This is an optimization exercise on Yosys and OpenROAD, whose aim is small area, a short achievable clock period and few clock cycles, not a production implementation.
The RTL was checked by simulation tests, not by an equivalence proof against the original design.
Power figures rest on the tool's default switching activity, not on a simulated workload.

==> flow/design.v <==
`timescale 1ns / 1ps
package tmr_pkg;
    localparam int MOTIF_CHARS = 16;
    localparam int BASE_W = 8;
    localparam int LEN_W = 5;
    localparam int RUN_W = 8;
    localparam int SKIP_W = 4;
    localparam int CFG_IDX_W = 2;
    localparam int CFG_DATA_W = 64;
    localparam logic [CFG_IDX_W-1:0] REG_MOTIF_LOW = 2'd0;
    localparam logic [CFG_IDX_W-1:0] REG_MOTIF_HIGH = 2'd1;
    localparam logic [CFG_IDX_W-1:0] REG_MOTIF_LENGTH = 2'd2;
    localparam logic [CFG_IDX_W-1:0] REG_MIN_REPEATS = 2'd3;
    localparam logic [BASE_W-1:0] CHAR_A = 8'h41;
    localparam logic [BASE_W-1:0] CHAR_C = 8'h43;
    localparam logic [BASE_W-1:0] CHAR_G = 8'h47;
    localparam logic [BASE_W-1:0] CHAR_T = 8'h54;
endpackage
`timescale 1ns / 1ps
module tmr_cfg_regs (
    input  logic                                                   aclk,
    input  logic                                                   aresetn,
    input  logic                                                   cfg_valid,
    output logic                                                   cfg_ready,
    input  logic [tmr_pkg::CFG_IDX_W-1:0]                          cfg_index,
    input  logic [tmr_pkg::CFG_DATA_W-1:0]                         cfg_data,
    output logic [tmr_pkg::MOTIF_CHARS-1:0][tmr_pkg::BASE_W-1:0]   motif,
    output logic [tmr_pkg::LEN_W-1:0]                              len,
    output logic [tmr_pkg::RUN_W-1:0]                              min_rep,
    output logic                                                   cfg_ok
);
    logic [tmr_pkg::CFG_DATA_W-1:0] motif_low_reg;
    logic [tmr_pkg::CFG_DATA_W-1:0] motif_high_reg;
    logic [tmr_pkg::LEN_W-1:0]      len_reg;
    logic [tmr_pkg::RUN_W-1:0]      min_rep_reg;
    assign cfg_ready = 1'b1;
    always_ff @(posedge aclk) begin
        if (!aresetn) begin
            motif_low_reg  <= '0;
            motif_high_reg <= '0;
            len_reg        <= '0;
            min_rep_reg    <= tmr_pkg::RUN_W'(1);
        end else if (cfg_valid) begin
            case (cfg_index)
                tmr_pkg::REG_MOTIF_LOW:    motif_low_reg  <= cfg_data;
                tmr_pkg::REG_MOTIF_HIGH:   motif_high_reg <= cfg_data;
                tmr_pkg::REG_MOTIF_LENGTH: len_reg        <= cfg_data[tmr_pkg::LEN_W-1:0];
                tmr_pkg::REG_MIN_REPEATS:  min_rep_reg    <= cfg_data[tmr_pkg::RUN_W-1:0];
                default: begin
                end
            endcase
        end
    end
    assign motif   = {motif_high_reg, motif_low_reg};
    assign len     = len_reg;
    assign min_rep = min_rep_reg;
    assign cfg_ok  = (len_reg != '0) && (!len_reg[4] || (len_reg[3:0] == '0)) &&
                     (min_rep_reg != '0);
endmodule
`timescale 1ns / 1ps
module tmr_scan_ctr (
    input  logic                          aclk,
    input  logic                          step,       
    input  logic                          restart,    
    input  logic [tmr_pkg::LEN_W-1:0]     len,
    input  logic [tmr_pkg::RUN_W-1:0]     min_rep,
    input  logic                          match,      
    output logic                          hit
);
    logic [tmr_pkg::SKIP_W-1:0] skip_reg;
    logic [tmr_pkg::SKIP_W-1:0] skip_eff;
    logic [tmr_pkg::SKIP_W-1:0] skip_next;
    logic [tmr_pkg::RUN_W-1:0]  need_reg;
    logic [tmr_pkg::RUN_W-1:0]  need_eff;
    logic [tmr_pkg::RUN_W-1:0]  need_next;
    always_comb begin
        skip_eff  = restart ? '0 : skip_reg;
        need_eff  = restart ? min_rep : need_reg;
        skip_next = skip_eff;
        need_next = need_eff;
        hit       = 1'b0;
        if (skip_eff != '0) begin
            skip_next = skip_eff - 1'b1;
        end else if (match) begin
            need_next = need_eff - 1'b1;
            skip_next = len[tmr_pkg::SKIP_W-1:0] - 1'b1;
            hit       = (need_eff == tmr_pkg::RUN_W'(1));
        end else begin
            need_next = min_rep;
        end
    end
    always_ff @(posedge aclk) begin
        if (step) begin
            skip_reg <= skip_next;
            need_reg <= need_next;
        end
    end
endmodule
`timescale 1ns / 1ps
module tmr_window (
    input  logic                                                   aclk,
    input  logic                                                   accept,
    input  logic                                                   restart,
    input  logic [tmr_pkg::BASE_W-1:0]                             base,
    input  logic [tmr_pkg::MOTIF_CHARS-1:0][tmr_pkg::BASE_W-1:0]   motif,
    input  logic [tmr_pkg::LEN_W-1:0]                              len,
    output logic                                                   fwd_match,
    output logic                                                   rev_match
);
    localparam int N = tmr_pkg::MOTIF_CHARS;
    logic [N-1:0] fwd_reg;
    logic [N-1:0] rev_reg;
    logic [N-1:0] fwd_next;
    logic [N-1:0] rev_next;
    logic [N-1:0] eq;
    logic [N-1:0] eqc;
    logic [N-1:0] rev_start;
    logic         is_at;
    logic         is_nuc;
    logic [3:0]   last_idx;
    assign is_at  = (base == tmr_pkg::CHAR_A) || (base == tmr_pkg::CHAR_T);
    assign is_nuc = is_at || (base == tmr_pkg::CHAR_C) || (base == tmr_pkg::CHAR_G);
    always_comb begin
        logic [tmr_pkg::BASE_W-1:0] d;
        logic                       z;
        for (int k = 0; k < N; k++) begin
            d      = base ^ motif[k];
            z      = !(d[7] || d[6] || d[5] || d[3] || d[1]);
            eq[k]  = z && !d[4] && !d[2] && !d[0];
            eqc[k] = z && (d[4] == is_at) && (d[2] == is_nuc) && (d[0] == is_at);
            rev_start[k] = ({1'b0, len} <= 6'(k + 1));
        end
        for (int k = 0; k < N; k++) begin
            fwd_next[k] = eq[k] && ((k == 0) || (!restart && fwd_reg[(k == 0) ? 0 : k - 1]));
            rev_next[k] = eqc[k] && (rev_start[k] || (!restart && rev_reg[(k == N - 1) ? k : k + 1]));
        end
    end
    always_ff @(posedge aclk) begin
        if (accept) begin
            fwd_reg <= fwd_next;
            rev_reg <= rev_next;
        end
    end
    assign last_idx  = len[3:0] - 4'd1;
    assign fwd_match = fwd_reg[last_idx];
    assign rev_match = rev_reg[0];
endmodule
`timescale 1ns / 1ps
module tandem_motif_repeat_detector (
    input  logic                              aclk,
    input  logic                              aresetn,
    input  logic                              s_tvalid,
    output logic                              s_tready,
    input  logic [7:0]                        s_tdata,    
    input  logic [1:0]                        s_tuser,    
    input  logic                              s_tlast,    
    output logic                              m_tvalid,
    input  logic                              m_tready,
    output logic [7:0]                        m_tdata,    
    output logic [0:0]                        m_tuser,    
    input  logic                              cfg_valid,
    output logic                              cfg_ready,
    input  logic [tmr_pkg::CFG_IDX_W-1:0]     cfg_index,
    input  logic [tmr_pkg::CFG_DATA_W-1:0]    cfg_data
);
    logic [tmr_pkg::MOTIF_CHARS-1:0][tmr_pkg::BASE_W-1:0] motif;
    logic [tmr_pkg::LEN_W-1:0]  len;
    logic [tmr_pkg::RUN_W-1:0]  min_rep;
    logic                       cfg_ok;
    logic accept;
    logic restart;
    logic ready_reg;
    logic after_last_reg;    
    logic fwd_match;
    logic rev_match;
    logic scan_valid_reg;
    logic scan_restart_reg;
    logic scan_last_reg;
    logic scan_region_reg;
    logic found_reg;
    logic found_next;
    logic fwd_hit;
    logic rev_hit;
    logic push;
    logic out_valid_reg;
    logic out_found_reg;
    logic out_region_reg;
    logic spare_valid_reg;
    logic spare_found_reg;
    logic spare_region_reg;
    logic pop;
    logic head_valid;
    logic head_found;
    logic head_region;
    logic [1:0] queued_next;
    tmr_cfg_regs u_cfg (
        .aclk      (aclk),
        .aresetn   (aresetn),
        .cfg_valid (cfg_valid),
        .cfg_ready (cfg_ready),
        .cfg_index (cfg_index),
        .cfg_data  (cfg_data),
        .motif     (motif),
        .len       (len),
        .min_rep   (min_rep),
        .cfg_ok    (cfg_ok)
    );
    assign s_tready = ready_reg;
    assign accept   = s_tvalid && ready_reg;
    assign restart  = s_tuser[1] || after_last_reg;
    always_ff @(posedge aclk) begin
        if (!aresetn) begin
            after_last_reg <= 1'b1;
        end else if (accept) begin
            after_last_reg <= s_tlast;
        end
    end
    tmr_window u_window (
        .aclk      (aclk),
        .accept    (accept),
        .restart   (restart),
        .base      (s_tdata),
        .motif     (motif),
        .len       (len),
        .fwd_match (fwd_match),
        .rev_match (rev_match)
    );
    always_ff @(posedge aclk) begin
        if (!aresetn) begin
            scan_valid_reg <= 1'b0;
        end else begin
            scan_valid_reg <= accept;
        end
    end
    always_ff @(posedge aclk) begin
        if (accept) begin
            scan_restart_reg <= restart;
            scan_last_reg    <= s_tlast;
            scan_region_reg  <= s_tuser[0];
        end
    end
    tmr_scan_ctr u_fwd_scan (
        .aclk    (aclk),
        .step    (scan_valid_reg),
        .restart (scan_restart_reg),
        .len     (len),
        .min_rep (min_rep),
        .match   (fwd_match && cfg_ok),
        .hit     (fwd_hit)
    );
    tmr_scan_ctr u_rev_scan (
        .aclk    (aclk),
        .step    (scan_valid_reg),
        .restart (scan_restart_reg),
        .len     (len),
        .min_rep (min_rep),
        .match   (rev_match && cfg_ok),
        .hit     (rev_hit)
    );
    assign found_next = (found_reg && !scan_restart_reg) || fwd_hit || rev_hit;
    always_ff @(posedge aclk) begin
        if (scan_valid_reg) begin
            found_reg <= found_next;
        end
    end
    assign push = scan_valid_reg && scan_last_reg;
    assign pop         = out_valid_reg && m_tready;
    assign head_valid  = pop ? spare_valid_reg  : out_valid_reg;
    assign head_found  = pop ? spare_found_reg  : out_found_reg;
    assign head_region = pop ? spare_region_reg : out_region_reg;
    always_ff @(posedge aclk) begin
        if (!aresetn) begin
            out_valid_reg   <= 1'b0;
            spare_valid_reg <= 1'b0;
        end else begin
            out_valid_reg   <= head_valid || push;
            spare_valid_reg <= (pop ? 1'b0 : spare_valid_reg) || (push && head_valid);
        end
    end
    always_ff @(posedge aclk) begin
        if (!head_valid) begin
            out_found_reg  <= found_next;
            out_region_reg <= scan_region_reg;
        end else begin
            out_found_reg  <= head_found;
            out_region_reg <= head_region;
        end
        if (push && head_valid) begin
            spare_found_reg  <= found_next;
            spare_region_reg <= scan_region_reg;
        end
    end
    assign queued_next = 2'(head_valid) + 2'(push) + 2'(!pop && spare_valid_reg);
    always_ff @(posedge aclk) begin
        if (!aresetn) begin
            ready_reg <= 1'b1;
        end else begin
            ready_reg <= (queued_next + 2'(accept && s_tlast)) <= 2'd1;
        end
    end
    assign m_tvalid   = out_valid_reg;
    assign m_tdata    = {7'd0, out_found_reg};
    assign m_tuser[0] = out_region_reg;
endmodule
==> flow/run.sh <==
#!/bin/bash
# synth_recipe.tcl (not shown) runs the flow's synth.tcl, then flattens the netlist and writes it again
# the make line also repeats each setting of config.mk as NAME=value (left out here)
make -C /OpenROAD-flow-scripts/flow DESIGN_CONFIG=/design/flow/config.mk WORK_HOME=/design/flow/orfs CLKGATE_MAP_FILE= SYNTH_SCRIPT=/design/flow/synth_recipe.tcl finish
==> flow/config.mk <==
export PLATFORM = sky130hd
export DESIGN_NAME = tandem_motif_repeat_detector
export DESIGN_NICKNAME = tandem_motif_repeat_detector
export VERILOG_FILES = /design/flow/design.v
export SDC_FILE = /design/flow/constraint.sdc
export NUM_CORES = 4
export LEC_CHECK = 0
export CAP_MARGIN = 20
export CORE_MARGIN = 2
export CORE_UTILIZATION = 40
export SLEW_MARGIN = 20
==> flow/constraint.sdc <==
create_clock -name core_clock -period 10.0 [get_ports {aclk}]
set_input_delay 2.0000 -clock core_clock [delete_from_list [all_inputs] [get_ports {aclk}]]
set_output_delay 2.0000 -clock core_clock [all_outputs]
set_load 0.01 [all_outputs]
==> reports/qor.csv <==
metric,value,unit
Worst Path Arrival,4610,ps
die area,0.0297,mm²
num rows,61,
LEAKAGE,0.00464,µW
Slew Limit Fails,0,
fin crit share,43.0,%
metal3 WL,1.37,mm
final hold violations,0,
P&R area growth vs syn,16.1,%
layout cells sized above 1,6.73,%
DR iter-0 viols,646,
vias in the first global route,8688,
# DRC,0,
#FFs+latches synth,210,
cell mode on critical path,buf_4,
Pre-antenna DRT Iters,5,
IO Pins,94,
crit path kind,input port to flop,
Worst VDD drop,0.000132,V
met1 WL,13.6,mm
fmax,232,MHz
Via density,5.24,
Die H,172,µm
Synth Warn #,4,
TritonCTS Buffers,24,
total setup buffers inserted after CTS,0,
first-pass GRT wire length,46.7,mm
Total GRT Usage,19.7,%
Synth Cell Area,0.0113,mm²
die width,172,µm
PortBufs,85,
Synth async-reset ratio,0,%
CTS tree,yes,
Syn Area/Cell,8.65,µm²
minimum clock period,4300,ps
HP Class,flop to flop,
data required time of the worst path,10310,ps
Clock Path Buffers,3,
Routed WL per cell,16.6,µm
Core Region,0.0279,mm²
RD Place Congestion,0.830,
max-cap check violation count,0,
area of the multi-input gates,0.00605,mm²
DR top layer,met4,
# diodes,0,
worst-path fanout max,20,
sequential area share after synthesis,42.7,%
TNS Setup,0,ps
CTS root buf,clkbuf_16,
Worst Tran Pin Value,845,ps
Netlist cell types,71,
predominant post-synthesis flop cell,dfxtp_1,
CP max stage delay,470,ps
setup violators final,0,
skew final,23.6,ps
PD cells,155,mW/mm²
# nets final,1441,
Sequential cell area,0.00484,mm²
slowest CP cell,a21oi_2,
number of routed nets with antenna violations,0,
crit path launch type,input port,
Clock Latency Late Sink,540,ps
CTS Hold Bufs,0,
largest net degree at the start of global routing,133,
CP endpoint kind,flop,
CTS Sinks,210,
Synth Instances,1312,
Initial Utilization,40.7,%
Post-DP HPWL,18.7,mm
CP cell instances,clkdlybuf4s50_1 > buf_4 > nor4b_2 > nand2b_1 > a21oi_2 > buf_4 > a21oi_1 > a2111oi_0,
Post-CTS Resized,0,
Vias,9139,
Hold WS,472,ps
Post-synth EDFFs,64,
Slew HR,43.7,%
GRT Residual Overflow,0,
initial antenna violation count,0,
clock-pin slew on the worst setup and hold paths,60,ps
H-tree levels,1,
RSZ-0062 raised after global routing,no,
# fillers,2717,
Met2 Wirelength,13.4,mm
WL final,29.0,mm
status,timing/DRC/antenna clean,
==> critical path, delay by kind of cell <==
kind | cells | cell delay [ps]
AO/OA/AOI/OAI | 3 | 970
buffers and inverters | 3 | 1140
AND/OR/NAND/NOR | 2 | 490
==> routing by layer <==
layer / vias up / track usage [%]
met3: 37 / 2.52
li1: 4545 / -
met1: 4326 / 27.3
met5: - / 0
met4: 0 / 4.71
met2: 231 / 32.7
==> layout make-up <==
type	count	share of cell area, %
Inverter	13	0.370
Timing Repair Buffer	105	7.57
Clock buffer	32	5.16
Tap cell	378	3.59
Sequential cell	210	36.8
Multi-Input combinational cell	994	45.9
Clock inverter	12	0.674
==> synth_stat cells, types with 5 or more instances <==
master	number	area share (%)
nand2b_1	8	0.44
nand3_1	43	1.9
clkbuf_1	64	2.1
buf_1	16	0.53
o21ai_0	16	0.71
ha_1	10	1.1
xor2_1	69	5.3
a31oi_1	6	0.33
edfxtp_1	64	17
mux2_2	9	0.89
buf_2	9	0.40
o211ai_1	5	0.33
buf_4	10	0.66
a22oi_1	6	0.40
dfxtp_1	146	26
inv_1	13	0.43
nor2_1	60	2.0
o22ai_1	5	0.28
mux2i_1	17	1.5
nor2b_1	5	0.28
a21oi_1	52	2.3
nand2_1	316	10
nor4_1	23	1.3
xnor2_1	79	6.1
mux4_2	5	0.99
nor3_1	45	2.0
a21boi_0	137	9.1
==> through the flow <==
| step | std cells | power, µW | util [%] | worst slack [ps] | cell area (µm²) |
|---|---|---|---|---|---|
| 2_1_floorplan | 1318 | 1130 | - | 5890 | 11400 |
| 3_3_place_gp | 1700 | 1210 | 44.6 | 5060 | 12400 |
| 3_5_place_dp | 1700 | 1220 | 44.6 | 4940 | 12400 |
| 4_1_cts | 1744 | 2070 | 47.3 | 5510 | 13200 |
| 5_1_grt | 1744 | 2140 | 47.3 | 5460 | 13200 |
| 6_report | 1744 | 2050 | 47.3 | 5700 | 13200 |
==> layout by cell type (no fill, tap or decap), types with 3 or more instances in the layout <==
master / count
mux4_2: 5
conb_1: 8
a21oi_1: 51
ha_1: 10
a211oi_1: 3
clkbuf_1: 3
xor2_1: 69
and2_1: 3
nor4_1: 23
a31oi_1: 6
o21ai_0: 16
a22oi_1: 6
edfxtp_1: 64
xnor2_1: 79
clkdlybuf4s50_1: 83
o211ai_1: 5
inv_1: 13
mux2_2: 9
nor3_1: 45
clkbuf_8: 5
a221oi_1: 3
nor2_1: 59
o21ai_1: 4
buf_4: 20
o311ai_0: 3
nor2b_1: 5
nand2_1: 316
mux2i_1: 17
clkinv_2: 7
nand2b_1: 8
o22ai_1: 5
nand3_1: 43
dfxtp_1: 146
a21boi_0: 137
clkbuf_16: 24
nand3b_1: 3
==> power by group <==
group	switching (µW)	internal (µW)	leakage [µW]
Clock	369	482	0.000385
Combinational	144	115	0.00244
Sequential	27.5	912	0.00182
Total	540	1510	0.00464
==> kinds of logic after synthesis <==
group / after synthesis / share of synthesized area, %
other: 2 / 0.0662
AOI/OAI and AO/OA: 268 / 16.5
muxes: 33 / 3.58
DFF: 210 / 42.7
xor gates and xnor gates: 149 / 11.6
adders and majority gates: 11 / 1.28
and+or+nand+nor: 525 / 20.0
buffers and inverters: 114 / 4.33
==> path summary, 6_finish.rpt <==
path / from / endpoint / slack, ps / cells after the start
worst min register to register: scan_region_reg / spare_region_reg / 470 / 0
worst max register to register: u_cfg.len_reg[0] / u_fwd_scan.need_reg[2] / 6540 / 7
worst max-delay path: s_tdata[6] / u_window.rev_reg[15] / 5700 / 8
worst min-delay path: scan_region_reg / spare_region_reg / 470 / 0
Testbench counts, summed over its fixed seeds: cycles 41,639.

==> static timing again, ports no longer ideal <==
How much do the figures lean on ideal ports? The routed layout below was timed once more, with nothing changed but the port constraints. Step 1 (the two cells are an assumption about what drives the block):
set clk [get_ports {aclk}]
set_driving_cell -lib_cell sky130_fd_sc_hd__clkbuf_16 $clk
set_driving_cell -lib_cell sky130_fd_sc_hd__buf_2 [delete_from_list [all_inputs] $clk]
Step 2 moves the port delays by t, midway between the first and last clock arrival at a register: inputs arrive t later, outputs are due t later. That takes back most of the time a late clock gives input paths. Slacks: ideal ports / drivers / drivers and shift; pairs: ideal ports / drivers.
shift t [ns]: 0.579
setup slack, ns: 5.698 / 5.724 / 5.145
worst hold slack (ns): 0.472 / 0.472 / 0.472
clock arrival spread, ns: 0.023 / 0.024
pins driven straight from the clock port: 1
After both steps setup and hold are still met in this run. For this run, drivers alone change the setup slack by +0.026 ns; drivers and shift together by -0.553 ns.
